This is an optimization exercise on Yosys and OpenROAD, whose aim is small area, a short achievable clock period and few clock cycles per item, not a production implementation. RTL that was checked went through simulation tests only; none was proved equivalent to the original. Power figures rest on the tool's default switching activity, not on a simulated workload.

==> flow/design.v <==
module acr_dma_copy #(
   parameter int ADDR_W     = 32,
   parameter int DATA_W     = 64,
   parameter int BURST_LEN  = 16,
   parameter int FIFO_DEPTH = 32
) (
   input  logic                acr_clk,
   input  logic                acr_rst,
   input  logic                cmd_valid,
   output logic                cmd_ready,
   input  logic [ADDR_W-1:0]   cmd_src,
   input  logic [ADDR_W-1:0]   cmd_dst,
   input  logic [15:0]         cmd_beats,
   output logic                busy,
   output logic                done,
   output logic                err,
   output logic [1:0]          dbg_state,
   output logic [ADDR_W-1:0]   axi_araddr,
   output logic [3:0]          axi_arlen,
   output logic                axi_arvalid,
   input  logic                axi_arready,
   input  logic [DATA_W-1:0]   axi_rdata,
   input  logic [1:0]          axi_rresp,
   input  logic                axi_rlast,
   input  logic                axi_rvalid,
   output logic                axi_rready,
   output logic [ADDR_W-1:0]   axi_awaddr,
   output logic [3:0]          axi_awlen,
   output logic                axi_awvalid,
   input  logic                axi_awready,
   output logic [DATA_W-1:0]   axi_wdata,
   output logic [DATA_W/8-1:0] axi_wstrb,
   output logic                axi_wlast,
   output logic                axi_wvalid,
   input  logic                axi_wready,
   input  logic [1:0]          axi_bresp,
   input  logic                axi_bvalid,
   output logic                axi_bready
);
   function automatic logic [6:0] first(input logic [15:0] b, input logic [3:0] lo);
      logic [4:0] s;
      logic       cp, cm, one;
      s   = 5'(b[3:0]) + 5'(lo);
      cp  = (s > 5'd16);
      cm  = (s == 5'd0);
      one = (b[15:5] == 11'd0) && (b[4] ? cm : !cp);
      first = {cp, cm, one, one ? b[3:0] - 4'd1 : s[3:0] - 4'd1};
   endfunction
   logic        busy_q, done_q, err_q;
   logic [28:0] ar_a;           
   logic [11:0] ar_k;           
   logic        ar_skip, ar_cm;
   logic [3:0]  ar_d;           
   logic        ar_lq;          
   logic        arv_q, ar_pend;
   logic [2:0]  r_out;          
   logic [28:0] aw_a;           
   logic [11:0] aw_k;
   logic        aw_skip, aw_cm;
   logic [3:0]  aw_d;           
   logic        aw_lq;          
   logic        awv_q, aw_pend;
   logic [2:0]  b_out;          
   logic [3:0]  w_lo;           
   logic        acc, nz, ar_hs, aw_hs, w_hs, b_hs, ar_last2, aw_last2;
   logic        r_end, fin, ar_one, aw_one;
   logic [3:0]  ar_d0, aw_d0;
   logic        ar_cp, ar_cm0, aw_cp, aw_cm0;
   logic [2:0]  b_nxt, r_nxt;
   assign acc  = cmd_valid && !busy_q && !done_q;
   assign nz   = (cmd_beats != 16'd0);
   assign {ar_cp, ar_cm0, ar_one, ar_d0} = first(cmd_beats, cmd_src[6:3]);
   assign {aw_cp, aw_cm0, aw_one, aw_d0} = first(cmd_beats, cmd_dst[6:3]);
   assign ar_hs = arv_q && axi_arready;
   assign aw_hs = awv_q && axi_awready;
   assign w_hs  = busy_q && axi_rvalid && axi_wready;
   assign b_hs  = busy_q && axi_bvalid;
   assign ar_last2 = ar_skip ? (ar_k == 12'd0) : (ar_k == 12'd1 || (ar_cm && ar_k == 12'd2));
   assign aw_last2 = aw_skip ? (aw_k == 12'd0) : (aw_k == 12'd1 || (aw_cm && aw_k == 12'd2));
   assign r_end   = (r_out == 3'd1) && !ar_pend;
   assign b_nxt   = b_out + 3'(aw_hs) - 3'(b_hs);
   assign r_nxt   = r_out + 3'(ar_hs) - 3'(w_hs && axi_rlast);
   assign fin     = b_hs && (b_out == 3'd1) && !aw_pend && !ar_pend && (r_out == 3'd0);
   always_ff @(posedge acr_clk) begin
      if (acr_rst) begin
         busy_q  <= 1'b0;
         done_q  <= 1'b0;
         err_q   <= 1'b0;
         arv_q   <= 1'b0;
         ar_pend <= 1'b0;
         r_out   <= 3'd0;
         awv_q   <= 1'b0;
         aw_pend <= 1'b0;
         b_out   <= 3'd0;
      end else begin
         r_out <= r_nxt;
         b_out <= b_nxt;
         if (acc) begin
            busy_q  <= nz;
            done_q  <= !nz;
            err_q   <= 1'b0;
            arv_q   <= nz;
            ar_pend <= nz;
            awv_q   <= nz;
            aw_pend <= nz;
         end else begin
            if ((w_hs && axi_rresp != 2'b00) || (b_hs && axi_bresp != 2'b00)) err_q <= 1'b1;
            if (ar_hs) begin
               arv_q <= !ar_lq && (r_out < 3'd6);
               if (ar_lq) ar_pend <= 1'b0;
            end else if (!arv_q && ar_pend && r_out != 3'd7) begin
               arv_q <= 1'b1;
            end
            if (aw_hs) begin
               awv_q <= !aw_lq && (b_out < 3'd6);
               if (aw_lq) aw_pend <= 1'b0;
            end else if (!awv_q && aw_pend && b_out != 3'd7) begin
               awv_q <= 1'b1;
            end
            done_q <= fin;
            if (fin) busy_q <= 1'b0;
         end
      end
   end
   always_ff @(posedge acr_clk) begin
      if (acc) begin
         ar_a    <= cmd_src[31:3];
         ar_k    <= cmd_beats[15:4];
         ar_skip <= ar_cp;
         ar_cm   <= ar_cm0;
         ar_d    <= ar_d0;
         ar_lq   <= ar_one;
         aw_a    <= cmd_dst[31:3];
         aw_k    <= cmd_beats[15:4];
         aw_skip <= aw_cp;
         aw_cm   <= aw_cm0;
         aw_d    <= aw_d0;
         aw_lq   <= aw_one;
         w_lo    <= cmd_dst[6:3];
      end else begin
         if (ar_hs) begin
            ar_a    <= {ar_a[28:4] + 25'd1, 4'd0};
            ar_skip <= 1'b0;
            if (!ar_skip) ar_k <= ar_k - 12'd1;
            ar_lq   <= ar_last2;
         end
         if (aw_hs) begin
            aw_a    <= {aw_a[28:4] + 25'd1, 4'd0};
            aw_skip <= 1'b0;
            if (!aw_skip) aw_k <= aw_k - 12'd1;
            aw_lq   <= aw_last2;
         end
         if (w_hs) w_lo <= w_lo + 4'd1;
      end
   end
   assign cmd_ready   = !busy_q && !done_q;
   assign busy        = busy_q;
   assign done        = done_q;
   assign err         = err_q;
   assign dbg_state   = {done_q, busy_q};
   assign axi_araddr  = {ar_a, 3'b000};
   assign axi_arlen   = ar_lq ? ar_d : ~ar_a[3:0];
   assign axi_arvalid = arv_q;
   assign axi_rready  = axi_wready;
   assign axi_awaddr  = {aw_a, 3'b000};
   assign axi_awlen   = aw_lq ? aw_d : ~aw_a[3:0];
   assign axi_awvalid = awv_q;
   assign axi_wdata   = axi_rdata;
   assign axi_wstrb   = '1;
   assign axi_wlast   = (w_lo == 4'hF) || (axi_rlast && r_end);
   assign axi_wvalid  = busy_q && axi_rvalid;
   assign axi_bready  = busy_q;
endmodule
==> flow/config.mk <==
export PLATFORM = sky130hd
export DESIGN_NAME = acr_dma_copy
export DESIGN_NICKNAME = acr_dma_copy
export VERILOG_FILES = /design/flow/design.v
export SDC_FILE = /design/flow/constraint.sdc
export NUM_CORES = 4
export LEC_CHECK = 0
export CAP_MARGIN = 20
export CORE_MARGIN = 2
export CORE_UTILIZATION = 40
export SETUP_SLACK_MARGIN = 3.55
export SLEW_MARGIN = 20
==> flow/constraint.sdc <==
create_clock -name core_clock -period 6.5 [get_ports {acr_clk}]
set_input_delay 1.3000 -clock core_clock [delete_from_list [all_inputs] [get_ports {acr_clk}]]
set_output_delay 1.3000 -clock core_clock [all_outputs]
set_load 0.01 [all_outputs]
standard.sh (not shown) runs the stock make flow with config.mk's settings and CLKGATE_MAP_FILE= SYNTH_SCRIPT=/design/flow/synth_recipe.tcl, a recipe that flattens the netlist after the stock synthesis.
==> flow/flow/run.sh <==
#!/bin/bash
set -euo pipefail
cd "$(dirname "$0")/.."
export BUFFER_PORTS_ARGS="-buffer_cell sky130_fd_sc_hd__buf_1"
export CTS_ARGS="-sink_clustering_enable -repair_clock_nets -dont_use_dummy_load -buf_list sky130_fd_sc_hd__clkbuf_8"
bash standard.sh > standard_make.log 2>&1
The starting point went through all stages and came out clean.
Testbench counts at the start, summed over its fixed seeds: cycles 47,140, beats 35,812.
Rerun with:
--- a/flow/design.v
+++ b/flow/design.v
@@ -36,42 +36,39 @@
    input  logic [1:0]          axi_bresp,
    input  logic                axi_bvalid,
    output logic                axi_bready
 );
-   function automatic logic [6:0] first(input logic [15:0] b, input logic [3:0] lo);
+   function automatic logic [1:0] carry(input logic [3:0] b, input logic [3:0] lo);
       logic [4:0] s;
-      logic       cp, cm, one;
-      s   = 5'(b[3:0]) + 5'(lo);
-      cp  = (s > 5'd16);
-      cm  = (s == 5'd0);
-      one = (b[15:5] == 11'd0) && (b[4] ? cm : !cp);
-      first = {cp, cm, one, one ? b[3:0] - 4'd1 : s[3:0] - 4'd1};
+      s = 5'(b) + 5'(lo);
+      carry = {s > 5'd16, s == 5'd0};     
    endfunction
    logic        busy_q, done_q, err_q;
    logic [28:0] ar_a;           
    logic [11:0] ar_k;           
    logic        ar_skip, ar_cm;
-   logic [3:0]  ar_d;           
+   logic [3:0]  ar_el;          
    logic        ar_lq;          
    logic        arv_q, ar_pend;
    logic [2:0]  r_out;          
    logic [28:0] aw_a;           
    logic [11:0] aw_k;
    logic        aw_skip, aw_cm;
-   logic [3:0]  aw_d;           
+   logic [3:0]  aw_el;          
    logic        aw_lq;          
    logic        awv_q, aw_pend;
    logic [2:0]  b_out;          
    logic [3:0]  w_lo;           
    logic        acc, nz, ar_hs, aw_hs, w_hs, b_hs, ar_last2, aw_last2;
    logic        r_end, fin, ar_one, aw_one;
-   logic [3:0]  ar_d0, aw_d0;
-   logic        ar_cp, ar_cm0, aw_cp, aw_cm0;
+   logic [1:0]  ar_c, aw_c;
    logic [2:0]  b_nxt, r_nxt;
    assign acc  = cmd_valid && !busy_q && !done_q;
    assign nz   = (cmd_beats != 16'd0);
-   assign {ar_cp, ar_cm0, ar_one, ar_d0} = first(cmd_beats, cmd_src[6:3]);
-   assign {aw_cp, aw_cm0, aw_one, aw_d0} = first(cmd_beats, cmd_dst[6:3]);
+   assign ar_c = carry(cmd_beats[3:0], cmd_src[6:3]);
+   assign aw_c = carry(cmd_beats[3:0], cmd_dst[6:3]);
+   assign ar_one = (cmd_beats[15:5] == 11'd0) && (6'(cmd_beats[4:0]) + 6'(cmd_src[6:3]) <= 6'd16);
+   assign aw_one = (cmd_beats[15:5] == 11'd0) && (6'(cmd_beats[4:0]) + 6'(cmd_dst[6:3]) <= 6'd16);
    assign ar_hs = arv_q && axi_arready;
    assign aw_hs = awv_q && axi_awready;
    assign w_hs  = busy_q && axi_rvalid && axi_wready;
    assign b_hs  = busy_q && axi_bvalid;
@@ -105,15 +102,15 @@
             aw_pend <= nz;
          end else begin
             if ((w_hs && axi_rresp != 2'b00) || (b_hs && axi_bresp != 2'b00)) err_q <= 1'b1;
             if (ar_hs) begin
-               arv_q <= !ar_lq && (r_out < 3'd6);
+               arv_q <= !ar_lq && (r_nxt != 3'd7);
                if (ar_lq) ar_pend <= 1'b0;
             end else if (!arv_q && ar_pend && r_out != 3'd7) begin
                arv_q <= 1'b1;
             end
             if (aw_hs) begin
-               awv_q <= !aw_lq && (b_out < 3'd6);
+               awv_q <= !aw_lq && (b_nxt != 3'd7);
                if (aw_lq) aw_pend <= 1'b0;
             end else if (!awv_q && aw_pend && b_out != 3'd7) begin
                awv_q <= 1'b1;
             end
@@ -125,17 +122,17 @@
    always_ff @(posedge acr_clk) begin
       if (acc) begin
          ar_a    <= cmd_src[31:3];
          ar_k    <= cmd_beats[15:4];
-         ar_skip <= ar_cp;
-         ar_cm   <= ar_cm0;
-         ar_d    <= ar_d0;
+         ar_skip <= ar_c[1];
+         ar_cm   <= ar_c[0];
+         ar_el   <= cmd_beats[3:0] + cmd_src[6:3] - 4'd1;
          ar_lq   <= ar_one;
          aw_a    <= cmd_dst[31:3];
          aw_k    <= cmd_beats[15:4];
-         aw_skip <= aw_cp;
-         aw_cm   <= aw_cm0;
-         aw_d    <= aw_d0;
+         aw_skip <= aw_c[1];
+         aw_cm   <= aw_c[0];
+         aw_el   <= cmd_beats[3:0] + cmd_dst[6:3] - 4'd1;
          aw_lq   <= aw_one;
          w_lo    <= cmd_dst[6:3];
       end else begin
          if (ar_hs) begin
@@ -158,13 +155,13 @@
    assign done        = done_q;
    assign err         = err_q;
    assign dbg_state   = {done_q, busy_q};
    assign axi_araddr  = {ar_a, 3'b000};
-   assign axi_arlen   = ar_lq ? ar_d : ~ar_a[3:0];
+   assign axi_arlen   = (ar_lq ? ar_el : 4'hF) - ar_a[3:0];
    assign axi_arvalid = arv_q;
    assign axi_rready  = axi_wready;
    assign axi_awaddr  = {aw_a, 3'b000};
-   assign axi_awlen   = aw_lq ? aw_d : ~aw_a[3:0];
+   assign axi_awlen   = (aw_lq ? aw_el : 4'hF) - aw_a[3:0];
    assign axi_awvalid = awv_q;
    assign axi_wdata   = axi_rdata;
    assign axi_wstrb   = '1;
    assign axi_wlast   = (w_lo == 4'hF) || (axi_rlast && r_end);
Effect: Via count goes up by about 0.54%; routed wire length stays flat; global-route usage went up by 0.18 points; sequential power is about the same; maximum frequency decreases by 6.1%; sequential share of layout area falls by 0.46 points; hold slack gets better by 3.6 ps; clock skew went up by 9.1 ps.
The RTL of the second run of this note was laid out without a check of its function.

-- afterwards: timing with drivers on the ports --
How much do the figures lean on ideal ports? The routed layouts below were timed once more, with nothing changed but the port constraints.
Step 1 sets driving cells, clkbuf_16 on the clock port and buf_2 on the other inputs (assumed; they add their load-dependent delay and slew).
Step 2 times the ports against the registers' clock, not the clock port: input delays grow and output delays shrink by t, the midpoint of the rising clock arrivals with the driver on.
Slacks: ideal ports / drivers / drivers and shift; pairs: ideal ports / drivers.
| run | t, ns | setup slack, ns | latest minus earliest clock arrival (ns) | worst register clock-pin slew, ns | cell pins on the clock port's net |
|---|---|---|---|---|---|
| the first run | 0.464 | 3.551 / 3.525 / 3.101 | 0.024 / 0.023 | 0.07 / 0.07 | 1 |
| the second run | 0.472 | 3.358 / 3.321 / 3.179 | 0.037 / 0.036 | 0.09 / 0.09 | 1 |
After both steps every run listed still meets setup and hold. The setup slack of the first run, which loses most, moves by -0.026 ns with the drivers and by -0.450 ns with both steps.
